Background: an optimization exercise with open tools, aiming at small area. Do not read the settings as production practice.
At most, simulation tests tie the RTL to the original design; equivalence was not proved.
No functional check of the RTL was part of run 4.
Power figures rest on the tool's default switching activity, not on a simulated workload.

--- design.v ---
module register_file #(
  parameter int DATA_WIDTH = 32,
  parameter int ADDR_WIDTH = 5
) (
  input  logic                  clk,
  input  logic                  rst,
  input  logic                  reg_write,
  input  logic [ADDR_WIDTH-1:0] rs1,
  input  logic [ADDR_WIDTH-1:0] rs2,
  input  logic [ADDR_WIDTH-1:0] rd,
  input  logic [DATA_WIDTH-1:0] write_data,
  output logic [DATA_WIDTH-1:0] read_data1,
  output logic [DATA_WIDTH-1:0] read_data2
);
  localparam int DEPTH = 2 ** ADDR_WIDTH;
  logic [DATA_WIDTH-1:0] regs [DEPTH];
  logic                  wr_en;
  assign wr_en = reg_write && (rd != '0);
  always_ff @(posedge clk or posedge rst) begin
    if (rst) begin
      for (int i = 0; i < DEPTH; i++) begin
        regs[i] <= '0;
      end
    end else if (wr_en) begin
      regs[rd] <= write_data;
    end
  end
  always_comb begin
    read_data1 = regs[rs1];
    read_data2 = regs[rs2];
    if (rs1 == '0) read_data1 = '0;
    if (rs2 == '0) read_data2 = '0;
  end
endmodule
--- run.sh ---
#!/bin/bash
# synth_recipe.tcl (not shown) runs the flow's synth.tcl, then flattens the netlist and writes it again
# the make line also repeats each setting of config.mk as NAME=value (left out here)
make -C /OpenROAD-flow-scripts/flow DESIGN_CONFIG=/design/flow/config.mk WORK_HOME=/design/flow/orfs CLKGATE_MAP_FILE= SYNTH_SCRIPT=/design/flow/synth_recipe.tcl finish
--- config.mk ---
export PLATFORM = sky130hd
export DESIGN_NAME = register_file
export DESIGN_NICKNAME = register_file
export VERILOG_FILES = /design/flow/design.v
export SDC_FILE = /design/flow/constraint.sdc
export NUM_CORES = 4
export LEC_CHECK = 0
export CAP_MARGIN = 20
export CORE_MARGIN = 2
export CORE_UTILIZATION = 40
export SLEW_MARGIN = 20
--- constraint.sdc ---
create_clock -name core_clock -period 7.0 [get_ports {clk}]
set_input_delay 1.4000 -clock core_clock [delete_from_list [all_inputs] [get_ports {clk}]]
set_output_delay 1.4000 -clock core_clock [all_outputs]
set_load 0.01 [all_outputs]
==> impl_metrics.json, run 1 <==
{
  "leakage_nw": 25.6,
  "cts_tree": "done",
  "clock_sinks": 992,
  "swShare_pct": 30.3,
  "vias": 48700,
  "core_area_mm2": 0.128,
  "required_ns": 5.60,
  "drt-vias-per-instance": 7.58,
  "hpwl_mm": 170,
  "rows": 131,
  "die_height_um": 363,
  "synthFlopType": "dfrtp_1",
  "clk-insertion-delay-late_ns": 0.72,
  "startpoint_type": "input pin",
  "rsz0062_at_grt": "no",
  "p_comb_share_pct": 15.7,
  "internal_power_mw": 11.6,
  "worstMarginPinSlew_ns": 1.26,
  "min_period_over_period_pct": 96.3,
  "switchingPower_mw": 5.05,
  "synth_warnings": 2,
  "ys_seq_elements": 992,
  "hp-start": "regs[5][11]",
  "post_drt_wl_per_cell_um": 43.1,
  "first_global_vias": 46300,
  "area_growth_syn_to_layout_pct": 15.2,
  "drtIter0Drc": 10200,
  "rr_startpoint": "regs[16][22]",
  "h-tree-depth": 3,
  "synth_edf_count": 0,
  "cts_made_buffers": 108,
  "rr_worst_depth": 1,
  "seqPwrFrac_pct": 48.3,
  "fin_skew_ns": 0,
  "clkPwrFrac_pct": 36.1,
  "timing.rr.end": "regs[16][22]",
  "largest_reg_flops": 992,
  "antenna_found_initial": 30,
  "multi_input_area_mm2": 0.0252,
  "drc": 0,
  "fin_crit_ns": 6.74,
  "reg_top3": "regs x992",
  "largest_register": "regs",
  "drv_cap": 0,
  "cts_setup_buffers": 0,
  "io_pins": 114,
  "syn_avg_cell_area_um2": 11.1,
  "clock-root-buffer": "clkbuf_16",
  "grt_overflow": 0,
  "pwr_density_cell_mw_per_mm2": 279,
  "yosysUniqueCellTypes": 73,
  "port_buffers": 113,
  "fin_nets": 4707,
  "worstPathArrival_ns": 5.34,
  "routed_wl_mm": 277,
  "cp-end-kind": "output port",
  "n_fill_cell": 11800,
  "finalHoldViolations": 0,
  "critPathKind": "input pin to output port",
  "r2r_slack_ns": 6.07,
  "path_max_fanout": 10,
  "syn_inst": 4649,
  "ant_nets": 0,
  "vdd_ir_drop_max_mv": 0.200,
  "die_x_um": 363,
  "grt_max_degree": 161,
  "yosysSeqAreaShare_pct": 48.0,
  "cts_max_path_buffers": 3,
  "outcome": "finished clean",
  "synth_nets": 4699,
  "grt_first_pass_wirelength_mm": 378,
  "holdWs_ns": 0.507,
  "postSynth.asyncResetShare_pct": 100,
  "min_to": "regs[5][11]",
  "drive_gt1_share_pct": 33.4,
  "final-max-slew-violation-count": 0,
  "cts_resized": 0,
  "gp_congestion": 1.02,
  "dieArea_mm2": 0.132,
  "max_slew_margin_pct": 15.8,
  "min_path_type": "register to register",
  "finalSetupTns_ns": 0,
  "grt_use_total_pct": 41.0,
  "hold_path_depth": 1,
  "start_util_pct": 40.4,
  "first_pass_iters": 10,
  "area.sequential_mm2": 0.0248,
  "finalSetupViolCount": 0,
  "clk_pin_slew_ns": 0.06,
  "postCtsHoldBufs": 0,
  "max_freq_mhz": 148,
  "syn_area_mm2": 0.0517
}
## cell usage after synthesis (18+ instances only)
master | n | area (µm²)
a2111oi_0 | 67 | 587
a21oi_1 | 77 | 385
a222oi_1 | 33 | 330
a22o_1 | 45 | 394
a22oi_1 | 356 | 2670
a31oi_1 | 56 | 350
and2_1 | 19 | 119
and3_1 | 232 | 1450
and4_1 | 49 | 429
buf_1 | 76 | 285
buf_2 | 130 | 651
clkbuf_1 | 292 | 1100
dfrtp_1 | 992 | 24800
inv_1 | 19 | 71.3
mux2_2 | 993 | 11200
nand2_1 | 86 | 323
nand3_1 | 598 | 2990
nand4_1 | 184 | 1150
nor2_1 | 67 | 251
nor3_1 | 25 | 125
nor4_1 | 39 | 244
o21ai_0 | 18 | 90.1
o31a_1 | 20 | 175
## power groups by stage
stage / Clock (mW) / Combinational (mW) / Sequential [mW]
2_1_floorplan: 0 / 1.67 / 7.56
3_3_place_gp: 0 / 2.46 / 8.01
3_5_place_dp: 0 / 2.52 / 8.02
4_1_cts: 5.99 / 2.53 / 7.93
5_1_grt: 6.23 / 2.71 / 8.09
6_report: 6.00 / 2.60 / 8.03
## critical path, cell delays in order
cell and delay [ns]:
clkdlybuf4s50_1 0.90, buf_4 0.27, nand2b_1 0.32, nor2_4 0.52, buf_4 0.39, a22oi_1 0.14, o211a_1 0.15, a31oi_1 0.57
clkdlybuf4s50_1 0.67
## cell families (layout without fill, tap and decap cells)
group                  after synthesis  count (layout)  synth area share [%]
AND/OR/NAND/NOR                   1384            1384                  15.0
flip-flops                         992             992                  48.0
buffers and inverters              524             614                  4.17
other                                0              25                     0
AO/OA/AOI/OAI                      749             749                  11.0
multiplexers                      1000            1000                  21.8
## metrics by stage
step | cell area (µm²) | total power [mW] | setup WS, ns | util (%) | cells
final | 59500 | 16.6 | 0.257 | 46.6 | 6426
after CTS | 59500 | 16.4 | 0.519 | 46.5 | 6401
after floorplan | 51700 | 9.23 | -8.07 | - | 4649
after global placement | 55900 | 10.5 | 0.526 | 43.7 | 6209
after global routing | 59500 | 17.0 | 0.365 | 46.5 | 6408
after detailed placement | 55900 | 10.5 | 0.516 | 43.7 | 6209
## how the worst max path moves through the flow
stage,end,slack [ns],cells past startpoint,start
finish,read_data2[5],0.26,9,rs2[1]
CTS,read_data2[26],0.52,10,rs2[1]
detailed placement,read_data2[26],0.52,10,rs2[1]
floorplan,regs[10][0],-8.07,1,rst
global placement,read_data2[26],0.53,10,rs2[1]
global route,read_data2[5],0.36,9,rs2[1]
## cell usage in the layout, fill, tap and decap left out, drive strengths merged, types with 9 or more instances in the layout
master,n
a2111oi,71
a21oi,77
a221oi,9
a222oi,33
a22o,45
a22oi,356
a31oi,56
and2,20
and3,232
and3b,9
and4,49
buf,301
bufinv,12
clkbuf,148
clkdlybuf4s50,101
clkinv,20
dfrtp,992
diode,25
inv,25
mux2,995
nand2,86
nand2b,11
nand3,598
nand4,184
nor2,74
nor3,29
nor3b,10
nor4,40
nor4bb,9
o2111ai,15
o21ai,18
o31a,20
## per-layer routing
metal	up-vias	global-route usage [%]	wire [µm]
met5	-	2.00	304
met3	1642	19.9	46600
met2	5111	54.5	106000
li1	17900	-	-
met4	22	30.0	25800
met1	24100	51.0	97800
## layout make-up
type	count	share of cell area, %
multi-input cells	3133	42.4
well taps	1662	3.49
clock buffers	148	5.10
diodes	25	0.105
repair buffers	402	6.17
flip-flops and latches	992	41.7
inverters	20	0.132
clock inverters	44	0.962
==> run 2: changes to the inputs <==
==> design.v (replaced) <==
module rf_hold (
  input  logic q,
  input  logic wr,
  input  logic wr_n,
  input  logic d,
  output logic y
);
  assign y = ~((wr | q) & (wr_n | d));
endmodule
module rf_aoi3 (
  input  logic a0, b0,
  input  logic a1, b1,
  input  logic a2, b2,
  output logic y
);
  assign y = ~((a0 & b0) | (a1 & b1) | (a2 & b2));
endmodule
module register_file #(
  parameter int DATA_WIDTH = 32,
  parameter int ADDR_WIDTH = 5
) (
  input  logic                  clk,
  input  logic                  rst,
  input  logic                  reg_write,
  input  logic [ADDR_WIDTH-1:0] rs1,
  input  logic [ADDR_WIDTH-1:0] rs2,
  input  logic [ADDR_WIDTH-1:0] rd,
  input  logic [DATA_WIDTH-1:0] write_data,
  output logic [DATA_WIDTH-1:0] read_data1,
  output logic [DATA_WIDTH-1:0] read_data2
);
  localparam int DEPTH = 2 ** ADDR_WIDTH;
  localparam int NGRP  = (DEPTH - 1) / 3;    
  logic [DEPTH-1:1]      valid;
  logic                  phase;
  logic [DATA_WIDTH-1:0] regs [DEPTH-1:1];    
  logic [DATA_WIDTH-1:0] nxt  [DEPTH-1:1];
  logic [DEPTH-1:1]      we, we_n;
  logic [DATA_WIDTH-1:0] wd_enc;
  always_comb begin
    for (int i = 1; i < DEPTH; i++) begin
      we[i]   = reg_write && (rd == ADDR_WIDTH'(i));
      we_n[i] = ~we[i];
    end
  end
  always_ff @(posedge clk or posedge rst) begin
    if (rst) begin
      valid <= '0;
      phase <= 1'b0;
    end else begin
      valid <= valid | we;
      phase <= ~phase;
    end
  end
  assign wd_enc = write_data ^ {DATA_WIDTH{phase}};
  for (genvar i = 1; i < DEPTH; i++) begin : g_row
    for (genvar b = 0; b < DATA_WIDTH; b++) begin : g_bit
      rf_hold u_hold (
        .q(regs[i][b]), .wr(we[i]), .wr_n(we_n[i]), .d(wd_enc[b]), .y(nxt[i][b])
      );
    end
  end
  always_ff @(posedge clk) begin
    for (int i = 1; i < DEPTH; i++) regs[i] <= nxt[i];
  end
  logic [DEPTH-1:1] sel1, sel2;
  logic             hit1, hit2;
  always_comb begin
    for (int i = 1; i < DEPTH; i++) begin
      sel1[i] = valid[i] && (rs1 == ADDR_WIDTH'(i));
      sel2[i] = valid[i] && (rs2 == ADDR_WIDTH'(i));
    end
    hit1 = |sel1;
    hit2 = |sel2;
  end
  logic [NGRP-1:0] g1 [DATA_WIDTH];
  logic [NGRP-1:0] g2 [DATA_WIDTH];
  for (genvar b = 0; b < DATA_WIDTH; b++) begin : g_rd
    for (genvar k = 0; k < NGRP; k++) begin : g_grp
      rf_aoi3 u_p1 (
        .a0(sel1[3*k+1]), .b0(regs[3*k+1][b]),
        .a1(sel1[3*k+2]), .b1(regs[3*k+2][b]),
        .a2(sel1[3*k+3]), .b2(regs[3*k+3][b]),
        .y(g1[b][k])
      );
      rf_aoi3 u_p2 (
        .a0(sel2[3*k+1]), .b0(regs[3*k+1][b]),
        .a1(sel2[3*k+2]), .b1(regs[3*k+2][b]),
        .a2(sel2[3*k+3]), .b2(regs[3*k+3][b]),
        .y(g2[b][k])
      );
    end
    assign read_data1[b] = (~(&g1[b]) | (sel1[DEPTH-1] & regs[DEPTH-1][b])) ^ (hit1 & phase);
    assign read_data2[b] = (~(&g2[b]) | (sel2[DEPTH-1] & regs[DEPTH-1][b])) ^ (hit2 & phase);
  end
endmodule
--- a/config.mk
+++ b/config.mk
@@ -7,5 +7,7 @@
 export LEC_CHECK = 0
-export CAP_MARGIN = 20
+export CAP_MARGIN = 10
 export CORE_MARGIN = 2
-export CORE_UTILIZATION = 40
-export SLEW_MARGIN = 20
+export CORE_UTILIZATION = 60
+export CTS_BUF_LIST = sky130_fd_sc_hd__clkbuf_4 sky130_fd_sc_hd__clkbuf_8
+export SLEW_MARGIN = 10
+export SYNTH_HIERARCHICAL = 1
==> run 2 against run 1 <==
Net effect:
- now fails the layout checks on negative setup slack
- utilization rose by 27 points
- synthesized cell count fell by 29%
- clock skew rose by 0.034 ns
- register-to-register slack got worse by 1.6 ns
- clock power fell by 11%
- critical path depth rose by 2
- non-clock buffer count fell by 50
- largest cell class is now flip-flops and latches
==> impl_metrics.json, run 2 <==
{
  "clk-insertion-delay-late_ns": 0.82,
  "core_area_mm2": 0.0617,
  "vdd_ir_drop_max_mv": 0.246,
  "synthFlopType": "dfxtp_1",
  "path_max_fanout": 22,
  "n_fill_cell": 4353,
  "port_buffers": 113,
  "grt_use_total_pct": 51.9,
  "post_drt_wl_per_cell_um": 36.5,
  "drt-vias-per-instance": 8.73,
  "area_growth_syn_to_layout_pct": 21.1,
  "clock_sinks": 1024,
  "critPathKind": "input pin to output port",
  "min_path_type": "register to register",
  "antenna_found_initial": 6,
  "io_pins": 114,
  "grt_max_degree": 35,
  "synth_warnings": 12,
  "drive_gt1_share_pct": 14.6,
  "post-synth-top-area-fraction_pct": 53.0,
  "grt_first_pass_wirelength_mm": 250,
  "gp_congestion": 1.00,
  "worst_slack_ns": -0.0445,
  "final-max-slew-violation-count": 0,
  "h-tree-depth": 4,
  "yosysTopAreaCell": "dfxtp_1",
  "postSynth.asyncResetShare_pct": 3.13,
  "dieArea_mm2": 0.0645,
  "rr_startpoint": "phase",
  "yosys-top-cells-area": "dfxtp_1, a222oi_1, o22ai_1",
  "cts_max_path_buffers": 3,
  "die_height_um": 254,
  "grt_overflow": 0,
  "min_period_over_period_pct": 101,
  "rr_worst_depth": 4,
  "crit_top_cell": "buf_4",
  "reg_top3": "regs x992, valid x31, phase x1",
  "cp-end-kind": "output port",
  "synth_commonest_cells": "dfxtp_1, o22ai_1, a222oi_1",
  "yosysSeqAreaShare_pct": 55.1,
  "worstMarginPinSlew_ns": 1.39,
  "required_ns": 5.60,
  "fin_skew_ns": 0.0341,
  "worstPathArrival_ns": 5.64,
  "slowest_stage": "and3_1",
  "check.faults": "negative setup slack",
  "path_cells": "clkdlybuf4s50_1 -> buf_4 -> nor3_1 -> and3_1 -> buf_4 -> a222oi_1 -> nand4_1 -> a2111oi_1 -> buf_4 -> xor2_1 -> clkdlybuf4s50_1",
  "startpoint_type": "input pin",
  "syn_avg_cell_area_um2": 11.3,
  "first_global_vias": 39600,
  "start_util_pct": 60.7,
  "layout_common_cells": "o22ai_1, dfxtp_1, a222oi_1",
  "die_x_um": 254,
  "vias": 41500,
  "min_to": "regs[31][18]",
  "hpwl_mm": 101,
  "clk_pin_slew_ns": 0.06,
  "ant_nets": 0,
  "largest_register": "regs",
  "drv_cap": 0,
  "synth_nets": 3357,
  "hp-start": "regs[31][18]",
  "routed_wl_mm": 174,
  "syn_area_mm2": 0.0375,
  "max_slew_margin_pct": 7.38,
  "cts_tree": "done",
  "postCtsHoldBufs": 0,
  "leakage_nw": 16.9,
  "fin_crit_ns": 7.04,
  "rows": 91,
  "utilization_pct": 73.5,
  "hold_path_depth": 1,
  "rsz0062_at_grt": "no",
  "finalHoldViolations": 0,
  "cts_setup_buffers": 0,
  "yosysUniqueCellTypes": 42,
  "critPathMaxStageDelay_ns": 0.67,
  "drtIter0Drc": 11600,
  "timing.rr.end": "regs[31][9]",
  "pwr_density_cell_mw_per_mm2": 362,
  "clock-root-buffer": "clkbuf_8",
  "worst-path-buf-inv": 5,
  "outcome": "failed layout checks",
  "ys_seq_elements": 1024,
  "syn_inst": 3307,
  "finalSetupViolCount": 3,
  "first_pass_iters": 15,
  "largest_reg_flops": 992,
  "path_delay_family": "buffers and inverters",
  "synth_edf_count": 0,
  "drc": 0,
  "fin_nets": 3838,
  "pre_cts_ws_ns": 0.198,
  "cts_made_buffers": 159,
  "max_freq_mhz": 142,
  "r2r_slack_ns": 4.50
}
run 2: worst max path at each step:
| stage | start | endpoint | cells past startpoint |
|---|---|---|---|
| after floorplan | rs2[4] | read_data2[0] | 8 |
| after global placement | rs1[3] | read_data1[19] | 10 |
| after detailed placement | rs1[3] | read_data1[19] | 10 |
| after CTS | rs1[3] | read_data1[19] | 10 |
| after global routing | rs1[2] | read_data1[19] | 10 |
| final | rs2[0] | read_data2[11] | 11 |
run 2: cell families (layout without fill, tap and decap cells):
family / Yosys count / in the layout / synth area share (%)
AOI/OAI and AO/OA: 1723 / 1723 / 35.8
xor gates and xnor gates: 96 / 96 / 2.24
buffers and inverters: 65 / 671 / 0.778
DFF: 1024 / 1024 / 55.1
muxes: 6 / 6 / 0.180
other: 0 / 6 / 0
and+or+nand+nor: 393 / 393 / 5.85
run 2: worst register-to-register path, delay by kind of cell (launching register included):
family	cells	cell delay, ns
flops	1	0.79
buf+inv	2	1.11
compound gates	1	0.20
xor+xnor	1	0.21
run 2: routing by layer:
| metal | up-vias | routed length (µm) | track usage, % |
|---|---|---|---|
| met5 | - | 41 | 0.849 |
| met4 | 4 | 16800 | 38.5 |
| met3 | 1266 | 31900 | 22.5 |
| met2 | 4543 | 68400 | 71.7 |
| met1 | 19500 | 56600 | 63.7 |
| li1 | 16300 | - | - |
run 2: final cells by class:
cell class,instances,area (µm²),area share [%]
sequential,1024,20700,45.6
multi-input combinational,2218,16800,37.0
timing repair buffer,352,3330,7.34
clock buffer,247,3110,6.86
tap,837,1050,2.31
clock inverter,39,300,0.662
inverter,33,124,0.273
antenna,6,15.0,0.0331
run 2: modules after synthesis (local to each module, per instance):
module | flip-flops and latches | cells
register_file | 1024 | 1675
rf_aoi3 | 0 | 1
rf_hold | 0 | 1
run 2: what timing repair did:
item,CTS,global route
gates resized for setup,0,12
endpoints found under the hold margin,0,0
endpoints found under the setup margin,0,18
run 2: stage by stage:
step	instance area, µm²	cells	power (mW)	TNS [ns]	hold slack, ns
after floorplan	37500	3307	9.67	0	0.440
after global placement	41900	4464	10.8	0	0.456
after detailed placement	41900	4464	11.0	0	0.467
after global routing	45400	4752	16.9	0	0.493
final	45400	4756	16.4	-0.0744	0.480
after CTS	45300	4750	16.2	0	0.475
run 2: power breakdown:
group          total (mW)  switching, mW  internal, mW
registers            8.41           1.15          7.26
logic                2.68           1.26          1.42
clock network        5.33           2.44          2.89
total                16.4           4.85          11.6
==> run 3: changes to the inputs <==
==> flow/run.sh (new file) <==
#!/bin/bash
# Standard ORFS layout (the standard.sh), with two changes:
#  - I/O port buffers use buf_1 instead of the default pick (a delay buffer);
#  - CTS uses clkbuf_8 with sink clusters of up to 16 flops within 50 um,
#    and inserts no dummy loads.
set -euo pipefail
export BUFFER_PORTS_ARGS="-buffer_cell sky130_fd_sc_hd__buf_1"
export CTS_ARGS="-sink_clustering_enable -repair_clock_nets -dont_use_dummy_load -buf_list {sky130_fd_sc_hd__clkbuf_8} -sink_clustering_size 16 -sink_clustering_max_diameter 50"
bash standard.sh > standard.log 2>&1
==> standard.sh (new file) <==
#!/bin/bash
# synth_recipe.tcl (not shown) runs the flow's synth.tcl, then flattens the netlist and writes it again
# the make line also repeats each setting of config.mk as NAME=value (left out here)
make -C /OpenROAD-flow-scripts/flow DESIGN_CONFIG=/design/flow/config.mk WORK_HOME=/design/flow/orfs CLKGATE_MAP_FILE= SYNTH_SCRIPT=/design/flow/synth_recipe.tcl "${@:-finish}"
--- a/config.mk
+++ b/config.mk
@@ -7,7 +7,6 @@
 export LEC_CHECK = 0
-export CAP_MARGIN = 10
+export CAP_MARGIN = 20
 export CORE_MARGIN = 2
 export CORE_UTILIZATION = 60
-export CTS_BUF_LIST = sky130_fd_sc_hd__clkbuf_4 sky130_fd_sc_hd__clkbuf_8
-export SLEW_MARGIN = 10
+export SLEW_MARGIN = 20
 export SYNTH_HIERARCHICAL = 1
removed: run.sh
==> run 3 against run 2 <==
Net effect:
- the run now finishes clean
- non-clock buffer count fell by 28
- clock-buffer cell count is 157 lower
- power fell by 16%
- clock power decreased by 43%
- combinational power is 12% lower
- worst setup slack gained 0.32 ns
- worst hold slack better by 0.00078 ns
- critical path depth unchanged
- highest routed layer unchanged
==> impl_metrics.json, run 3 <==
{
  "finalSetupViolCount": 0,
  "finalHoldViolations": 0,
  "ant_nets": 0,
  "grtUsageMet2_pct": 70.3,
  "finalSetupTns_ns": 0,
  "hp-start": "regs[31][15]",
  "die_height_um": 254,
  "rr_worst_depth": 4,
  "holdWs_ns": 0.481,
  "leakage_nw": 15.2,
  "cts_max_path_buffers": 3,
  "worstPathArrival_ns": 5.33,
  "syn_avg_cell_area_um2": 11.3,
  "required_ns": 5.60,
  "cp-end-kind": "output port",
  "clk-insertion-delay-late_ns": 0.78,
  "final-max-slew-violation-count": 0,
  "post_drt_wl_per_cell_um": 37.5,
  "r2r_slack_ns": 4.52,
  "first_pass_iters": 20,
  "min_path_type": "register to register",
  "die_x_um": 254,
  "startpoint_type": "input pin",
  "fin_skew_ns": 0.0549,
  "cts_tree": "done",
  "clock-root-buffer": "clkbuf_8",
  "postCtsHoldBufs": 0,
  "area.sequential_mm2": 0.0207,
  "final_cells": 4529,
  "multi_input_area_mm2": 0.0168,
  "synthFlopType": "dfxtp_1",
  "pwr_density_cell_mw_per_mm2": 329,
  "ys_seq_elements": 1024,
  "h-tree-depth": 3,
  "worstMarginPinSlew_ns": 1.12,
  "yosysUniqueCellTypes": 42,
  "grt_overflow": 0,
  "gr-usage-met1_pct": 63.0,
  "rr_startpoint": "phase",
  "yosysSeqAreaShare_pct": 55.1,
  "clock_sinks": 1024,
  "drive_gt1_share_pct": 9.60,
  "dieArea_mm2": 0.0645,
  "hold_path_depth": 1,
  "cts_resized": 0,
  "grt_use_total_pct": 50.6,
  "io_pins": 114,
  "vdd_ir_drop_max_mv": 0.182,
  "post-synth-top-area-fraction_pct": 53.0,
  "synth_warnings": 12,
  "layout_common_cells": "o22ai_1, dfxtp_1, a222oi_1",
  "outcome": "finished clean",
  "max_freq_mhz": 149,
  "largest_register": "regs",
  "rows": 91,
  "synth_nets": 3357,
  "reg_top3": "regs x992, valid x31, phase x1",
  "rsz0062_at_grt": "no",
  "syn_inst": 3307,
  "vias": 40500,
  "yosysTopAreaCell": "dfxtp_1",
  "drt-vias-per-instance": 8.95,
  "hpwl_mm": 103,
  "routed_wl_mm": 170,
  "first_global_vias": 38200,
  "cts_made_buffers": 90,
  "core_area_mm2": 0.0617,
  "min_to": "regs[31][15]",
  "yosys-top-cells-area": "dfxtp_1, a222oi_1, o22ai_1",
  "fin_nets": 3741,
  "area_growth_syn_to_layout_pct": 12.0,
  "gp_congestion": 1.02,
  "antenna_found_initial": 3,
  "port_buffers": 113,
  "critPathKind": "input pin to output port",
  "timing.rr.end": "regs[30][27]",
  "synth_commonest_cells": "dfxtp_1, o22ai_1, a222oi_1",
  "min_period_over_period_pct": 96.1,
  "path_max_fanout": 18,
  "drc": 0,
  "n_fill_cell": 4825,
  "dp.cells": 4435,
  "top_usage_layer": "met2",
  "fin_crit_ns": 6.73,
  "drtIter0Drc": 11400,
  "met3_usage_pct": 19.3,
  "grt_max_degree": 35,
  "syn_area_mm2": 0.0375,
  "start_util_pct": 60.7,
  "grt_first_pass_wirelength_mm": 245,
  "max_slew_margin_pct": 25.4,
  "clk_pin_slew_ns": 0.07,
  "dpl_cell_area_mm2": 0.0407,
  "cts_setup_buffers": 0,
  "synth_edf_count": 0,
  "drv_cap": 0,
  "stdcell_area_mm2": 0.0420,
  "largest_reg_flops": 992,
  "postSynth.asyncResetShare_pct": 3.13
}
[run 3: how the worst max path moves through the flow]
stage                start             end  slack (ns)  cells after the start
floorplan           rs2[4]   read_data2[0]        1.72                      8
global placement    rs2[2]   read_data2[6]        0.24                      9
detailed placement  rs2[2]  read_data2[11]        0.66                     11
CTS                 rs2[2]  read_data2[11]        0.63                     11
global route        rs2[2]  read_data2[11]        0.21                     11
finish              rs2[2]  read_data2[11]        0.27                     11
[run 3: worst max-delay path: stages]
cell and delay, ns:
buf_1 0.39, nor2b_1 0.27, and2_1 0.26, and3_1 0.54
buf_4 0.36, a222oi_1 0.30, nand4_1 0.26, a2111oi_0 0.94
buf_4 0.24, xor2_1 0.16, buf_1 0.17
[run 3: cell families (layout without fill, tap and decap cells)]
kind of cell           count (synthesis)  after routing  synth area share, %
AO/OA/AOI/OAI                       1723           1723                 35.8
flip-flops                          1024           1024                 55.1
AND/OR/NAND/NOR                      393            393                 5.85
XOR/XNOR                              96             96                 2.24
buffers and inverters                 65            447                0.778
multiplexers                           6              6                0.180
other                                  0              3                    0
[run 3: cell type report]
type                    instances  area share [%]
clock buffers                  90            2.95
repair buffers                324            5.02
multi-input cells            2218            40.0
flip-flops and latches       1024            49.2
well taps                     837            2.50
inverters                      33           0.295
diodes                          3          0.0179
[run 3: where the power goes]
part           internal, mW  total, mW  switching [mW]
registers              7.25       8.40            1.15
clock network          1.15       3.05            1.90
logic                  1.12       2.35            1.23
[run 3: per-stage QoR]
stage               power [mW]  utilization [%]  worst slack (ns)
global placement          10.5             65.9             0.244
CTS                       13.6             68.0             0.631
detailed placement        10.7             66.0             0.663
global route              14.2             68.0             0.207
finish                    13.8             68.0             0.273
floorplan                 9.67                -              1.72
[run 3: metal layers]
metal,vias up,share of wire [%]
met3,1222,18
met5,-,0.022
met1,18800,33
met4,2,10
li1,15900,-
met2,4540,39
[run 3: modules after synthesis, one instance, submodules excluded]
module	cell area, µm²	cells inside
rf_aoi3	10.0	1
register_file	24900	1675
rf_hold	6.26	1
==> run 4: changes to the inputs <==
--- a/design.v
+++ b/design.v
@@ -16,2 +16,9 @@
   assign y = ~((a0 & b0) | (a1 & b1) | (a2 & b2));
+endmodule
+module rf_enc (
+  input  logic d,
+  input  logic p,
+  output logic y
+);
+  assign y = d ^ p;
 endmodule
@@ -38,3 +45,3 @@
   logic [DEPTH-1:1]      we, we_n;
-  logic [DATA_WIDTH-1:0] wd_enc;
+  logic [DATA_WIDTH-1:0] wd_enc [2];
   always_comb begin
@@ -54,3 +61,7 @@
   end
-  assign wd_enc = write_data ^ {DATA_WIDTH{phase}};
+  for (genvar h = 0; h < 2; h++) begin : g_enc
+    for (genvar b = 0; b < DATA_WIDTH; b++) begin : g_bit
+      rf_enc u_enc (.d(write_data[b]), .p(phase), .y(wd_enc[h][b]));
+    end
+  end
   for (genvar i = 1; i < DEPTH; i++) begin : g_row
@@ -58,3 +69,3 @@
       rf_hold u_hold (
-        .q(regs[i][b]), .wr(we[i]), .wr_n(we_n[i]), .d(wd_enc[b]), .y(nxt[i][b])
+        .q(regs[i][b]), .wr(we[i]), .wr_n(we_n[i]), .d(wd_enc[i / 16][b]), .y(nxt[i][b])
       );
==> run 4 against run 3 <==
Net effect:
- highest routed layer unchanged
- sequential power barely moved
- utilization hardly changed
- register-to-register slack got worse by 0.80 ns
- clock power rose by 1%
- critical path type unchanged
- worst hold slack improved by 0.0031 ns
- still clean on timing, DRC and antenna
- final cell count up 0.44%
- clock-buffer cell count up 2
- area after synthesis up 0.67%
==> impl_metrics.json, run 4 <==
{
  "fin_skew_ns": 0.0565,
  "routed_wl_mm": 180,
  "yosysUniqueCellTypes": 43,
  "synth_top_family_by_area": "compound AO/OA/AOI/OAI gates",
  "dieArea_mm2": 0.0649,
  "finalSetupViolCount": 0,
  "worstPathArrival_ns": 5.27,
  "largest_register": "regs",
  "synthSimpleGateAreaFrac_pct": 5.80,
  "outcome": "finished clean",
  "cts_tree": "done",
  "startpoint_type": "input pin",
  "max_freq_mhz": 150,
  "post_drt_wl_per_cell_um": 39.6,
  "hpwl_mm": 108,
  "drv_cap": 0,
  "min_period_over_period_pct": 95.3,
  "slowest_stage": "a2111oi_0",
  "grt_first_pass_wirelength_mm": 255,
  "clk-insertion-delay-late_ns": 0.78,
  "grt_max_degree": 35,
  "utilization_pct": 68.0,
  "synthAdderAreaFrac_pct": 0,
  "rsz0062_at_grt": "no",
  "h-tree-depth": 3,
  "path_delay_family": "simple AND/OR/NAND/NOR gates",
  "worst-path-buf-inv": 3,
  "muxShareOfSynthArea_pct": 0.179,
  "synth-compound-area-share_pct": 35.5,
  "ys_seq_elements": 1024,
  "max_slew_margin_pct": 13.5,
  "syn_area_mm2": 0.0377,
  "fin_crit_ns": 6.67,
  "crit_top_cell": "buf_1",
  "rows": 91,
  "drt-vias-per-instance": 9.05,
  "total_power_mw": 13.8,
  "io_pins": 114,
  "cts_max_path_buffers": 3,
  "leakage_nw": 15.2,
  "die_height_um": 255,
  "largest_reg_flops": 992,
  "first_global_vias": 39200,
  "critPathMaxStageDelay_ns": 0.68,
  "reg_top3": "regs x992, valid x31, phase x1",
  "gp_congestion": 1.05,
  "yosysSeqAreaShare_pct": 54.8,
  "synth_edf_count": 0,
  "cts_setup_buffers": 0,
  "synth_warnings": 13,
  "drive_gt1_share_pct": 9.33,
  "synth_commonest_cells": "dfxtp_1, o22ai_1, a222oi_1",
  "core_area_mm2": 0.0619,
  "post-synth-top-area-fraction_pct": 52.7,
  "cts_made_buffers": 92,
  "vias": 41200,
  "ant_nets": 0,
  "path_cells": "buf_1 -> nor2b_1 -> and2_1 -> and3_1 -> buf_4 -> a222oi_1 -> nand4_1 -> a2111oi_0 -> xor2_1 -> buf_1",
  "cts_resized": 0,
  "first_pass_iters": 15,
  "clk_pin_slew_ns": 0.07,
  "pwr_density_cell_mw_per_mm2": 328,
  "grt_overflow": 0,
  "yosysTopAreaCell": "dfxtp_1",
  "syn_inst": 3335,
  "layout_common_cells": "o22ai_1, dfxtp_1, a222oi_1",
  "postSynth.asyncResetShare_pct": 3.13,
  "syn_avg_cell_area_um2": 11.3,
  "finalSetupTns_ns": 0,
  "clock-root-buffer": "clkbuf_8",
  "area_growth_syn_to_layout_pct": 11.7,
  "grt_use_total_pct": 53.3,
  "die_x_um": 255,
  "min_path_type": "register to register",
  "drc": 0,
  "postCtsHoldBufs": 0,
  "clock_sinks": 1024,
  "antenna_found_initial": 4,
  "start_util_pct": 60.9,
  "final-max-slew-violation-count": 0,
  "finalHoldViolations": 0,
  "synth_nets": 3385,
  "critPathKind": "input pin to output port",
  "cp-end-kind": "output port",
  "vdd_ir_drop_max_mv": 0.239,
  "path_max_fanout": 22,
  "synth-xor-area-share_pct": 2.97,
  "port_buffers": 113,
  "synthFlopType": "dfxtp_1",
  "worstMarginPinSlew_ns": 1.30,
  "fin_nets": 3761,
  "required_ns": 5.60,
  "yosys-top-cells-area": "dfxtp_1, a222oi_1, o22ai_1",
  "drtIter0Drc": 12400
}
-- run 4: cell count changes in the layout (fill, tap and decap cells not counted), sizes merged --
cell	delta
inv	-9
xor2	+32
clkinv	+9
buf	-14
clkbuf	+2
-- run 4: final timing paths --
check                             startpoint        endpoint  slack (ns)  depth (start not counted)
worst min register to register  regs[17][28]    regs[17][28]        0.48                          1
max in group asynchronous                rst        valid[8]        5.87                          3
worst max-delay path                  rs2[2]  read_data2[31]        0.33                         10
min in group asynchronous                rst        valid[3]        0.74                          3
worst min-delay path            regs[17][28]    regs[17][28]        0.48                          1
worst max register to register         phase    regs[20][27]        3.72                          3
-- run 4: cell type report --
class,count,area [µm²]
sequential,1024,20700
fill,4814,19800
multi-input combinational,2250,17100
inverter,33,124
tap,837,1050
clock buffer,92,1270
timing repair buffer,310,1940
antenna,3,7.51
-- run 4: kinds of logic (layout without fill, tap and decap cells) --
logic type	count (synthesis)	after routing
buffers and inverters	61	435
other	0	3
DFF	1024	1024
AOI/OAI and AO/OA	1723	1723
muxes	6	6
and+or+nand+nor	393	393
xor gates and xnor gates	128	128
-- run 4: layer usage --
layer,GRT usage (%),part of all wire [%],up-vias
li1,-,-,16000
met1,66.1,33,19200
met2,70.6,38,4719
met3,24.3,19,1225
met4,42.9,10,4
met5,0.0752,0.014,-
-- run 4: per-module statistics from Yosys, one instance, submodules excluded --
module         cell area, µm²  cells
register_file           24500   1639
rf_aoi3                  10.0      1
rf_enc                   8.76      1
rf_hold                  6.26      1
-- run 4: power breakdown --
| group | leakage [nW] | internal, mW | switching, mW |
|---|---|---|---|
| sequential | 8.88 | 7.25 | 1.14 |
| clock | 0.661 | 1.17 | 1.92 |
| combinational | 5.63 | 1.09 | 1.25 |
| total | 15.2 | 9.51 | 4.31 |
-- run 4: per-stage QoR --
| stage | instance area [µm²] | hold slack (ns) | cells | setup slack [ns] |
|---|---|---|---|---|
| finish | 42100 | 0.484 | 4549 | 0.328 |
| global route | 42100 | 0.494 | 4547 | 0.229 |
| CTS | 41900 | 0.480 | 4546 | 0.606 |
| detailed placement | 40700 | 0.468 | 4454 | 0.620 |
| global placement | 40600 | 0.456 | 4454 | 0.0395 |
| floorplan | 37700 | 0.440 | 3335 | 1.71 |
==> run 5: changes to the inputs <==
--- a/design.v
+++ b/design.v
@@ -16,9 +16,2 @@
   assign y = ~((a0 & b0) | (a1 & b1) | (a2 & b2));
-endmodule
-module rf_enc (
-  input  logic d,
-  input  logic p,
-  output logic y
-);
-  assign y = d ^ p;
 endmodule
@@ -45,3 +38,3 @@
   logic [DEPTH-1:1]      we, we_n;
-  logic [DATA_WIDTH-1:0] wd_enc [2];
+  logic [DATA_WIDTH-1:0] wd_enc;
   always_comb begin
@@ -61,7 +54,3 @@
   end
-  for (genvar h = 0; h < 2; h++) begin : g_enc
-    for (genvar b = 0; b < DATA_WIDTH; b++) begin : g_bit
-      rf_enc u_enc (.d(write_data[b]), .p(phase), .y(wd_enc[h][b]));
-    end
-  end
+  assign wd_enc = write_data ^ {DATA_WIDTH{phase}};
   for (genvar i = 1; i < DEPTH; i++) begin : g_row
@@ -69,3 +58,3 @@
       rf_hold u_hold (
-        .q(regs[i][b]), .wr(we[i]), .wr_n(we_n[i]), .d(wd_enc[i / 16][b]), .y(nxt[i][b])
+        .q(regs[i][b]), .wr(we[i]), .wr_n(we_n[i]), .d(wd_enc[b]), .y(nxt[i][b])
       );
==> flow/run.sh (replaced) <==
#!/bin/bash
# Standard ORFS layout (the standard.sh), with these changes:
#  - I/O port buffers use buf_1 instead of the default pick (a delay buffer);
#  - after floorplan, the drivers of nets with 12 or more loads are upsized to
#    drive strength 2 (flow/upsize.tcl), so placement repair need not buffer them;
#  - CTS uses clkbuf_8 with sink clusters of up to 16 flops within 50 um,
#    and inserts no dummy loads.
# Each tool's output goes to a log file of its own in this folder.
set -euo pipefail
export BUFFER_PORTS_ARGS="-buffer_cell sky130_fd_sc_hd__buf_1"
export CTS_ARGS="-sink_clustering_enable -repair_clock_nets -dont_use_dummy_load -buf_list {sky130_fd_sc_hd__clkbuf_8} -sink_clustering_size 16 -sink_clustering_max_diameter 50"
RES=$PWD/orfs/results/$FLOW_PLATFORM/register_file/base
bash standard.sh floorplan > standard_floorplan.log 2>&1
UPSIZE_ODB=$RES/2_floorplan.odb UPSIZE_MIN_FANOUT=12 UPSIZE_TO=2 \
  openroad -no_init -exit flow/upsize.tcl > upsize.log 2>&1
bash standard.sh ${STOP_AT:-finish} > standard.log 2>&1
==> flow/upsize.tcl (new file) <==
# Upsize the drivers of high-fanout signal nets, before placement, so that the
# placement repair does not need to buffer those nets.
# env: UPSIZE_ODB (db read and written), UPSIZE_MIN_FANOUT, UPSIZE_TO (suffix, e.g. 4)
read_db $::env(UPSIZE_ODB)
set db [ord::get_db]
set block [ord::get_db_block]
set minfo $::env(UPSIZE_MIN_FANOUT)
set to $::env(UPSIZE_TO)
set n 0
foreach inst [$block getInsts] {
  set m [$inst getMaster]
  set name [$m getName]
  if {![regexp {^(sky130_fd_sc_hd__[a-z0-9]+)_([0-9]+)$} $name -> base size]} { continue }
  if {$size >= $to} { continue }
  if {[regexp {df|dl|buf|tap|fill|decap|conb|diode|xor|xnor} $base]} { continue }
  set out {}
  foreach it [$inst getITerms] {
    if {[$it isOutputSignal]} { set out [$it getNet] }
  }
  if {$out eq "" || $out eq "NULL"} { continue }
  if {[$out getSigType] ne "SIGNAL"} { continue }
  set fo 0
  foreach it [$out getITerms] { if {[$it isInputSignal]} { incr fo } }
  if {$fo < $minfo} { continue }
  set new [$db findMaster ${base}_$to]
  if {$new eq "NULL"} { continue }
  $inst swapMaster $new
  incr n
  puts "upsize [$inst getName] $name -> ${base}_$to fanout $fo"
}
puts "upsized $n instances"
write_db $::env(UPSIZE_ODB)
--- a/config.mk
+++ b/config.mk
@@ -10,2 +10,3 @@
 export CORE_UTILIZATION = 60
+export SETUP_SLACK_MARGIN = 0.2
 export SLEW_MARGIN = 20
==> run 5 against run 4 <==
Net effect:
- now fails the layout checks on max-capacitance violations, max-slew violations
- critical path type unchanged
- synthesized cell count shrank 0.84%
- area after synthesis shrank 0.67%
- utilization shrank 0.60 points
- clock power shrank 2%
- die area shrank 0.65%
- wire length shrank 5.5%
- final cell count shrank 1.7%
- non-clock buffer count shrank 41
- global-route usage shrank 2.9 points
- worst hold slack lost 0.00071 ns
==> impl_metrics.json, run 5 <==
{
  "syn_avg_cell_area_um2": 11.3,
  "finalSetupViolCount": 0,
  "rr_startpoint": "phase",
  "cts_resized": 0,
  "grt_first_pass_wirelength_mm": 243,
  "min_period_over_period_pct": 95.7,
  "postCtsHoldBufs": 0,
  "critPathKind": "input pin to output port",
  "cp-end-kind": "output port",
  "yosysTopAreaCell": "dfxtp_1",
  "rsz0062_at_grt": "no",
  "yosysSeqAreaShare_pct": 55.1,
  "crit_top_cell": "buf_1",
  "path_max_fanout": 33,
  "fin_nets": 3686,
  "max_slew_margin_pct": -1.50,
  "clk_pin_slew_ns": 0.04,
  "die_x_um": 254,
  "yosysUniqueCellTypes": 42,
  "hp-start": "regs[31][3]",
  "core_area_mm2": 0.0617,
  "vias": 40400,
  "port_buffers": 113,
  "routed_wl_mm": 170,
  "post-synth-top-area-fraction_pct": 53.0,
  "clock-root-buffer": "clkbuf_8",
  "die_height_um": 254,
  "synthFlopType": "dfxtp_1",
  "clk-insertion-delay-late_ns": 0.74,
  "post_drt_wl_per_cell_um": 38.0,
  "cts_made_buffers": 90,
  "startpoint_type": "input pin",
  "r2r_slack_ns": 4.24,
  "rr_worst_depth": 4,
  "synth_warnings": 12,
  "pre_cts_ws_ns": 0.675,
  "outcome": "failed layout checks",
  "layout_common_cells": "o22ai_1, dfxtp_1, a222oi_1",
  "hpwl_mm": 99.0,
  "first_pass_iters": 14,
  "drtIter0Drc": 11100,
  "timing.rr.end": "regs[13][24]",
  "dpl_cell_area_mm2": 0.0403,
  "dieArea_mm2": 0.0645,
  "min_to": "regs[31][3]",
  "critPathMaxStageDelay_ns": 1.04,
  "path_cells": "buf_1 -> nor2_1 -> and3_2 -> a222oi_1 -> nand4_1 -> a2111oi_0 -> xor2_1 -> buf_1",
  "worstMarginPinSlew_ns": 1.52,
  "drv_cap": 1,
  "synth_commonest_cells": "dfxtp_1, o22ai_1, a222oi_1",
  "ys_seq_elements": 1024,
  "finalSetupTns_ns": 0,
  "cts_setup_buffers": 0,
  "holdWs_ns": 0.484,
  "cts_max_path_buffers": 3,
  "cts_tree": "done",
  "synth_nets": 3357,
  "reg_top3": "regs x992, valid x31, phase x1",
  "slowest_stage": "a2111oi_0",
  "syn_area_mm2": 0.0375,
  "vdd_ir_drop_max_mv": 0.219,
  "final-max-slew-violation-count": 2,
  "worst_slack_ns": 0.299,
  "largest_register": "regs",
  "drc": 0,
  "synth_edf_count": 0,
  "total_power_mw": 13.8,
  "required_ns": 5.60,
  "pwr_density_cell_mw_per_mm2": 331,
  "drt-vias-per-instance": 9.03,
  "yosys-top-cells-area": "dfxtp_1, a222oi_1, o22ai_1",
  "start_util_pct": 60.7,
  "check.faults": "max-capacitance violations, max-slew violations",
  "min_path_type": "register to register",
  "max_freq_mhz": 149,
  "fin_crit_ns": 6.70,
  "stdcell_area_mm2": 0.0416,
  "hold_path_depth": 1,
  "postSynth.asyncResetShare_pct": 3.13,
  "worstPathArrival_ns": 5.30,
  "gp_congestion": 1.02,
  "area_growth_syn_to_layout_pct": 11.0,
  "grt_max_degree": 35,
  "drive_gt1_share_pct": 11.3,
  "ant_nets": 0,
  "grt_use_total_pct": 50.4,
  "largest_reg_flops": 992,
  "io_pins": 114,
  "rows": 91,
  "finalHoldViolations": 0,
  "startpoint": "rs2[1]",
  "fin_skew_ns": 0.0922,
  "antenna_found_initial": 2,
  "first_global_vias": 38400,
  "h-tree-depth": 3,
  "n_fill_cell": 4816,
  "syn_inst": 3307,
  "leakage_nw": 14.8,
  "grt_overflow": 0,
  "clock_sinks": 1024
}
run 5: cell count changes after synthesis:
cell      change
and3_1        -1
and3_4        +1
buf_2         -2
clkbuf_1      +6
o41ai_2       -1
o41ai_4       +1
xor2_1       -32
run 5: cells by family (layout without fill, tap and decap cells):
group / count (synthesis) / after routing / synth area share, %
AOI/OAI and AO/OA: 1723 / 1723 / 35.8
DFF: 1024 / 1024 / 55.1
and+or+nand+nor: 393 / 393 / 5.85
xor gates and xnor gates: 96 / 96 / 2.24
buffers and inverters: 65 / 392 / 0.778
muxes: 6 / 6 / 0.180
other: 0 / 1 / 0
run 5: layout make-up:
cell class	instances	area (µm²)	share of cell area, %
flip-flops and latches	1024	20700	49.7
multi-input cells	2218	16900	40.7
repair buffers	269	1600	3.84
clock buffers	90	1240	2.98
well taps	837	1050	2.52
inverters	33	124	0.298
diodes	1	2.50	0.00602
run 5: worst max-delay path by stage:
stage | endpoint | slack [ns] | cells after the start
2_1_floorplan | read_data2[0] | 1.72 | 8
3_3_place_gp | read_data2[0] | 0.66 | 8
3_5_place_dp | read_data2[0] | 0.68 | 8
4_1_cts | read_data2[0] | 0.67 | 8
5_1_grt | read_data1[2] | 0.44 | 12
6_report | read_data2[0] | 0.30 | 8
run 5: per-module statistics from Yosys, one instance, submodules excluded:
module         flops+latches  copies in the design  cells inside  area [µm²]
register_file           1024                     1          1675       24900
rf_aoi3                    0                   640             1        10.0
rf_hold                    0                   992             1        6.26
run 5: per-layer routing:
metal	up-vias	global-route usage, %	wire (µm)
met4	0	38.6	16000
li1	15800	-	-
met2	4472	69.6	67000
met3	1089	18.5	30000
met1	19000	63.8	57100
met5	-	0	0
run 5: through the flow:
| stage | utilization, % | std cells |
|---|---|---|
| floorplan | - | 3307 |
| global placement | 65.4 | 4381 |
| detailed placement | 65.4 | 4381 |
| CTS | 67.4 | 4471 |
| global route | 67.4 | 4472 |
| finish | 67.4 | 4472 |
run 5: power breakdown:
part,switching [mW],leakage (nW),internal [mW],total (mW)
clock,1.88,0.647,1.14,3.03
sequential,1.13,8.88,7.25,8.38
combinational,1.23,5.29,1.12,2.35
total,4.25,14.8,9.52,13.8
run 5: critical path, delay by kind of cell:
kind,cells,cell delay (ns)
buffers and inverters,2,0.65
AO/OA/AOI/OAI,2,1.77
XOR/XNOR,1,0.20
AND/OR/NAND/NOR,3,1.27
==> run 6: changes to the inputs <==
--- a/config.mk
+++ b/config.mk
@@ -7,3 +7,3 @@
 export LEC_CHECK = 0
-export CAP_MARGIN = 20
+export CAP_MARGIN = 30
 export CORE_MARGIN = 2
@@ -11,3 +11,3 @@
 export SETUP_SLACK_MARGIN = 0.2
-export SLEW_MARGIN = 20
+export SLEW_MARGIN = 30
 export SYNTH_HIERARCHICAL = 1
==> run 6 against run 5 <==
Net effect:
- now clean on timing, DRC and antenna
- flip-flop and latch count unchanged
- die area unchanged
- combinational power about the same
- critical path type unchanged
- largest cell class unchanged
==> impl_metrics.json, run 6 <==
{
  "outcome": "finished clean",
  "max_slew_margin_pct": 26.0,
  "final-max-slew-violation-count": 0,
  "clock-root-buffer": "clkbuf_8",
  "clk_pin_slew_ns": 0.04,
  "critPathMaxStageDelay_ns": 1.01,
  "worstPathArrival_ns": 5.24,
  "min_period_over_period_pct": 94.9,
  "syn_area_mm2": 0.0375,
  "synth_warnings": 12,
  "io_pins": 114,
  "drt-vias-per-instance": 9.05,
  "leakage_nw": 14.8,
  "cts_resized": 0,
  "post-synth-top-area-fraction_pct": 53.0,
  "hpwl_mm": 99.0,
  "grt_first_pass_wirelength_mm": 245,
  "finalSetupTns_ns": 0,
  "antenna_found_initial": 6,
  "rr_worst_depth": 4,
  "postCtsHoldBufs": 0,
  "finalSetupViolCount": 0,
  "path_cells": "buf_1 -> nor2_1 -> and3_2 -> a222oi_1 -> nand4_1 -> a2111oi_0 -> xor2_1 -> buf_1",
  "yosysTopAreaCell": "dfxtp_1",
  "fin_nets": 3688,
  "area_growth_syn_to_layout_pct": 11.1,
  "core_area_mm2": 0.0617,
  "n_fill_cell": 4810,
  "worstMarginPinSlew_ns": 1.08,
  "reg_top3": "regs x992, valid x31, phase x1",
  "critPathKind": "input pin to output port",
  "crit_top_cell": "buf_1",
  "slowest_stage": "a2111oi_0",
  "cts_tree": "done",
  "vias": 40500,
  "internal_power_mw": 9.54,
  "dieArea_mm2": 0.0645,
  "path_max_fanout": 33,
  "startpoint_type": "input pin",
  "gp_congestion": 1.02,
  "synth_nets": 3357,
  "startpoint": "rs2[1]",
  "synthFlopType": "dfxtp_1",
  "grt_max_degree": 35,
  "synth_commonest_cells": "dfxtp_1, o22ai_1, a222oi_1",
  "max_freq_mhz": 151,
  "clk-insertion-delay-late_ns": 0.77,
  "crit_path_end": "read_data2[0]",
  "swShare_pct": 31.0,
  "finalHoldViolations": 0,
  "cts_made_buffers": 92,
  "clkPwrFrac_pct": 22.2,
  "ant_nets": 0,
  "dp.cells": 4381,
  "layout_common_cells": "o22ai_1, dfxtp_1, a222oi_1",
  "min_path_type": "register to register",
  "grt_overflow": 0,
  "total_power_mw": 13.8,
  "yosysUniqueCellTypes": 42,
  "pwr_density_cell_mw_per_mm2": 332,
  "syn_inst": 3307,
  "syn_avg_cell_area_um2": 11.3,
  "postSynth.asyncResetShare_pct": 3.13,
  "port_buffers": 113,
  "first_global_vias": 38400,
  "yosysSeqAreaShare_pct": 55.1,
  "seqPwrFrac_pct": 60.6,
  "fin_skew_ns": 0.0729,
  "rr_startpoint": "phase",
  "largest_register": "regs",
  "cp-end-kind": "output port",
  "largest_reg_flops": 992,
  "clock_sinks": 1024,
  "die_height_um": 254,
  "post_drt_wl_per_cell_um": 38.2,
  "drtIter0Drc": 10800,
  "hold_path_depth": 1,
  "cts_setup_buffers": 0,
  "utilization_pct": 67.5,
  "p_comb_share_pct": 17.1,
  "cts_max_path_buffers": 3,
  "routed_wl_mm": 171,
  "r2r_slack_ns": 4.22,
  "fin_crit_ns": 6.64,
  "vdd_ir_drop_max_mv": 0.218,
  "synth_edf_count": 0,
  "final_cells": 4476,
  "die_x_um": 254,
  "rows": 91,
  "switchingPower_mw": 4.28,
  "grt_use_total_pct": 50.9,
  "drive_gt1_share_pct": 11.4,
  "required_ns": 5.60,
  "timing.rr.end": "regs[6][24]",
  "yosys-top-cells-area": "dfxtp_1, a222oi_1, o22ai_1",
  "ys_seq_elements": 1024,
  "start_util_pct": 60.7,
  "drc": 0,
  "rsz0062_at_grt": "no",
  "h-tree-depth": 3,
  "drv_cap": 0,
  "first_pass_iters": 13
}
## run 6: cell counts after synthesis
No cell type changed its count.
## run 6: final cells by class
class	count	area [µm²]	area share [%]
Tap cell	837	1050	2.52
Antenna cell	3	7.51	0.0180
Inverter	33	125	0.300
Multi-Input combinational cell	2218	16900	40.7
Sequential cell	1024	20700	49.6
Timing Repair Buffer	269	1600	3.83
Clock buffer	92	1270	3.04
## run 6: kinds of logic after synthesis
group	synth area share [%]
flip-flops	55.1
buffers and inverters	0.778
AO/OA/AOI/OAI	35.8
multiplexers	0.180
XOR/XNOR	2.24
AND/OR/NAND/NOR	5.85
## run 6: worst min-delay path by stage
stage	from	to	slack, ns
detailed placement	regs[31][2]	regs[31][2]	0.47
global placement	regs[31][13]	regs[31][13]	0.46
CTS	regs[31][14]	regs[31][14]	0.48
floorplan	valid[22]	valid[22]	0.44
finish	regs[31][6]	regs[31][6]	0.48
global route	regs[31][14]	regs[31][14]	0.49
## run 6: power groups by stage
stage / combinational, mW / clock (mW) / sequential [mW]
finish: 2.37 / 3.07 / 8.38
floorplan: 1.54 / 0 / 8.13
detailed placement: 2.26 / 0 / 8.43
global route: 2.47 / 3.26 / 8.51
global placement: 2.15 / 0 / 8.31
CTS: 2.26 / 3.03 / 8.30
## run 6: modules after synthesis, one instance, submodules excluded
module	flip-flops and latches	cell area (µm²)	copies in the design	cells
register_file	1024	24900	1	1675
rf_aoi3	0	10.0	640	1
rf_hold	0	6.26	992	1
## run 6: layer usage
layer / GRT usage (%) / part of all wire, % / up-vias
li1: - / - / 15800
met1: 64.2 / 33 / 19000
met2: 70.2 / 39 / 4561
met3: 19.6 / 18 / 1093
met4: 37.9 / 9.1 / 2
met5: 0.232 / 0.0076 / -
## run 6: critical path, delay by kind of cell
kind / cells / cell delay (ns)
buffers and inverters: 2 / 0.67
AOI/OAI and AO/OA: 2 / 1.73
xor gates and xnor gates: 1 / 0.21
and+or+nand+nor: 3 / 1.22
## run 6: stage by stage
step | worst slack (ns) | hold slack (ns) | cell area (µm²)
finish | 0.357 | 0.479 | 41600
global route | 0.359 | 0.494 | 41600
CTS | 0.675 | 0.477 | 41600
detailed placement | 0.671 | 0.468 | 40400
global placement | 0.663 | 0.456 | 40300
floorplan | 1.72 | 0.440 | 37500
==> run 7: changes to the inputs <==
--- a/flow/run.sh
+++ b/flow/run.sh
@@ -4,3 +4,4 @@
 #  - after floorplan, the drivers of nets with 12 or more loads are upsized to
-#    drive strength 2 (flow/upsize.tcl), so placement repair need not buffer them;
+#    drive strength 2 (flow/upsize.tcl), so placement repair need not buffer them,
+#    and every a2111oi_0 (max load 0.021 pF) becomes an a2111oi_1;
 #  - CTS uses clkbuf_8 with sink clusters of up to 16 flops within 50 um,
@@ -13,3 +14,3 @@
 bash standard.sh floorplan > standard_floorplan.log 2>&1
-UPSIZE_ODB=$RES/2_floorplan.odb UPSIZE_MIN_FANOUT=12 UPSIZE_TO=2 \
+UPSIZE_ALWAYS="sky130_fd_sc_hd__a2111oi_0:sky130_fd_sc_hd__a2111oi_1" UPSIZE_ODB=$RES/2_floorplan.odb UPSIZE_MIN_FANOUT=12 UPSIZE_TO=2 \
   openroad -no_init -exit flow/upsize.tcl > upsize.log 2>&1
--- a/flow/upsize.tcl
+++ b/flow/upsize.tcl
@@ -2,3 +2,4 @@
 # placement repair does not need to buffer those nets.
-# env: UPSIZE_ODB (db read and written), UPSIZE_MIN_FANOUT, UPSIZE_TO (suffix, e.g. 4)
+# env: UPSIZE_ODB (db read and written), UPSIZE_MIN_FANOUT, UPSIZE_TO (suffix, e.g. 4),
+# UPSIZE_ALWAYS (optional)
 read_db $::env(UPSIZE_ODB)
@@ -9,3 +10,19 @@
 set n 0
+# weak cells swapped for a stronger size wherever they are, given as pairs
+# "from:to" in UPSIZE_ALWAYS
+set always {}
+if {[info exists ::env(UPSIZE_ALWAYS)]} {
+  foreach pair $::env(UPSIZE_ALWAYS) { lassign [split $pair :] from to2; dict set always $from $to2 }
+}
 foreach inst [$block getInsts] {
+  set mname [[$inst getMaster] getName]
+  if {[dict exists $always $mname]} {
+    set new [$db findMaster [dict get $always $mname]]
+    if {$new ne "NULL"} {
+      $inst swapMaster $new
+      incr n
+      puts "upsize [$inst getName] $mname -> [dict get $always $mname] always"
+      continue
+    }
+  }
   set m [$inst getMaster]
==> run 7 against run 6 <==
Net effect:
- still clean on timing, DRC and antenna
- wire length shrank 0.24%
- sequential power about the same
- worst hold slack better by 0.0046 ns
- clock power up 2%
- final cell count down 1.1%
- clock-buffer cell count is 4 higher
- first-iteration DRC count is 1.5% lower
- critical path depth up 1
- largest cell class unchanged
- largest power group unchanged
==> impl_metrics.json, run 7 <==
{
  "finalSetupViolCount": 0,
  "hpwl_mm": 95.9,
  "holdWs_ns": 0.484,
  "drv_cap": 0,
  "post_drt_wl_per_cell_um": 38.5,
  "min_period_over_period_pct": 93.3,
  "cts_max_path_buffers": 3,
  "routed_wl_mm": 170,
  "dpl_cell_area_mm2": 0.0400,
  "final_cells": 4427,
  "internal_power_mw": 9.58,
  "synth_commonest_cells": "dfxtp_1, o22ai_1, a222oi_1",
  "n_fill_cell": 4844,
  "path_delay_family": "simple AND/OR/NAND/NOR gates",
  "dp.cells": 4328,
  "routed.top_layer": "met5",
  "pre_cts_ws_ns": 0.754,
  "seqPwrFrac_pct": 60.5,
  "leakage_nw": 14.6,
  "drtIter0Drc": 10600,
  "worst_slack_ns": 0.471,
  "stdcell_area_mm2": 0.0414,
  "cts_tree": "done",
  "startpoint_type": "input pin",
  "vias": 40100,
  "outcome": "finished clean",
  "grt_use_total_pct": 50.4,
  "first_global_vias": 38500,
  "fin_crit_ns": 6.53,
  "slowest_stage": "a2111oi_1",
  "multi_input_area_mm2": 0.0170,
  "vdd_ir_drop_max_mv": 0.208,
  "rsz0062_at_grt": "no",
  "synth_nets": 3357,
  "wl_met2_mm": 68.6,
  "die_height_um": 254,
  "swShare_pct": 30.8,
  "drt-vias-per-instance": 9.07,
  "path_max_fanout": 32,
  "finalSetupTns_ns": 0,
  "first_pass_iters": 15,
  "synth_warnings": 12,
  "ant_nets": 0,
  "grt_overflow": 0,
  "start_util_pct": 60.7,
  "min_path_type": "register to register",
  "largest_register": "regs",
  "antenna_found_initial": 4,
  "cts_setup_buffers": 0,
  "required_ns": 5.60,
  "clk_pin_slew_ns": 0.06,
  "worstPathArrival_ns": 5.13,
  "yosysUniqueCellTypes": 42,
  "clkPwrFrac_pct": 22.6,
  "postSynth.asyncResetShare_pct": 3.13,
  "clk-insertion-delay-late_ns": 0.78,
  "yosysSeqAreaShare_pct": 55.1,
  "met3WireLength_mm": 31.2,
  "yosysTopAreaCell": "dfxtp_1",
  "syn_avg_cell_area_um2": 11.3,
  "switchingPower_mw": 4.27,
  "ys_seq_elements": 1024,
  "area.sequential_mm2": 0.0207,
  "area_growth_syn_to_layout_pct": 10.5,
  "finalHoldViolations": 0,
  "pwr_density_cell_mw_per_mm2": 335,
  "path_cells": "buf_1 -> nor2b_1 -> nor2b_1 -> and3_2 -> a222oi_1 -> nand4_1 -> a2111oi_1 -> xor2_1 -> buf_1",
  "cts_resized": 0,
  "rows": 91,
  "layout_common_cells": "o22ai_1, dfxtp_1, a222oi_1",
  "synthFlopType": "dfxtp_1",
  "grt_max_degree": 35,
  "die_x_um": 254,
  "h-tree-depth": 3,
  "gp_congestion": 1.05,
  "drt-met1-wl_mm": 56.3,
  "syn_inst": 3307,
  "dieArea_mm2": 0.0645,
  "port_buffers": 113,
  "fin_nets": 3640,
  "max_slew_margin_pct": 23.3,
  "reg_top3": "regs x992, valid x31, phase x1",
  "largest_reg_flops": 992,
  "postCtsHoldBufs": 0,
  "io_pins": 114,
  "syn_area_mm2": 0.0375,
  "post-synth-top-area-fraction_pct": 53.0,
  "cp-end-kind": "output port",
  "p_comb_share_pct": 16.9,
  "final-max-slew-violation-count": 0,
  "critPathKind": "input pin to output port",
  "max_freq_mhz": 153,
  "critPathMaxStageDelay_ns": 0.88,
  "worstMarginPinSlew_ns": 1.15,
  "worst-path-buf-inv": 2,
  "clock_sinks": 1024,
  "yosys-top-cells-area": "dfxtp_1, a222oi_1, o22ai_1",
  "drive_gt1_share_pct": 10.3,
  "drc": 0,
  "clock-root-buffer": "clkbuf_8",
  "synth_edf_count": 0,
  "core_area_mm2": 0.0617,
  "cts_made_buffers": 96,
  "grt_first_pass_wirelength_mm": 243,
  "fin_skew_ns": 0.100
}
[run 7: path summary, 6_finish.rpt]
kind                             start        endpoint  slack, ns  cells past startpoint
setup / recovery                rs2[1]  read_data2[20]       0.47                      9
hold / removal             regs[20][2]     regs[20][2]       0.48                      1
setup reg to reg                 phase      regs[6][4]       4.85                      4
hold reg to reg            regs[20][2]     regs[20][2]       0.48                      1
max in group asynchronous          rst           phase       5.66                      2
min in group asynchronous          rst       valid[14]       0.78                      2
[run 7: power by group through the flow]
stage / Clock, mW / Combinational (mW) / Sequential (mW)
4_1_cts: 3.10 / 2.24 / 8.30
2_1_floorplan: 0 / 1.54 / 8.13
3_3_place_gp: 0 / 2.14 / 8.29
6_report: 3.13 / 2.35 / 8.37
3_5_place_dp: 0 / 2.24 / 8.42
5_1_grt: 3.31 / 2.45 / 8.51
[run 7: metrics by stage]
step / total power, mW / utilization (%)
after floorplan: 9.67 / -
after global placement: 10.4 / 64.9
after detailed placement: 10.7 / 64.9
after CTS: 13.6 / 67.0
after global routing: 14.3 / 67.1
final: 13.8 / 67.1
[run 7: routing by layer]
metal / global-route usage (%) / up-vias
li1: - / 15700
met1: 61.8 / 19100
met2: 71.3 / 4206
met3: 22.2 / 1126
met4: 34.0 / 6
met5: 0 / -
[run 7: cells by family after synthesis]
logic type | share of synthesized area (%)
flip-flops | 55.1
XOR/XNOR | 2.24
AO/OA/AOI/OAI | 35.8
AND/OR/NAND/NOR | 5.85
buffers and inverters | 0.778
multiplexers | 0.180
[run 7: Yosys stat by module, one instance, submodules excluded]
module	area (µm²)	times used	flip-flops and latches	cells inside
rf_hold	6.26	992	0	1
rf_aoi3	10.0	640	0	1
register_file	24900	1	1024	1675
[run 7: layout make-up]
type,instances,area share [%]
sequential,1024,49.9
inverter,33,0.299
timing repair buffer,217,2.95
multi-input combinational,2218,41.1
clock buffer,96,3.19
tap,837,2.53
antenna,2,0.0121

afterwards: timing with drivers on the ports:
No port has a modelled driver above. Below, the same layouts with a new extraction and two added sets of constraints. Step 1, drivers: a clkbuf_16 drives clk and a buf_2 each remaining input, both assumed. Step 2 times the ports against the registers' clock, not the clock port: input delays grow and output delays shrink by t, the midpoint of the rising clock arrivals with the driver on. Three values: no drivers, after step 1, after step 2; two values: the first two.
run	t, ns	setup slack, ns	worst data-port slew with drivers (ns)
run 1	0.793	0.257 / 0.153 / 0.153	0.21
run 2	0.888	-0.044 / -0.070 / -0.070	0.04
run 3	0.794	0.273 / 0.246 / 0.246	0.04
run 4	0.794	0.328 / 0.299 / 0.299	0.06
run 5	0.771	0.299 / 0.252 / 0.252	0.07
run 6	0.796	0.357 / 0.326 / 0.326	0.07
run 7	0.784	0.471 / 0.438 / 0.438	0.05
The setup slack of run 1, which loses most, moves by -0.104 ns with the drivers and by -0.104 ns with both steps.
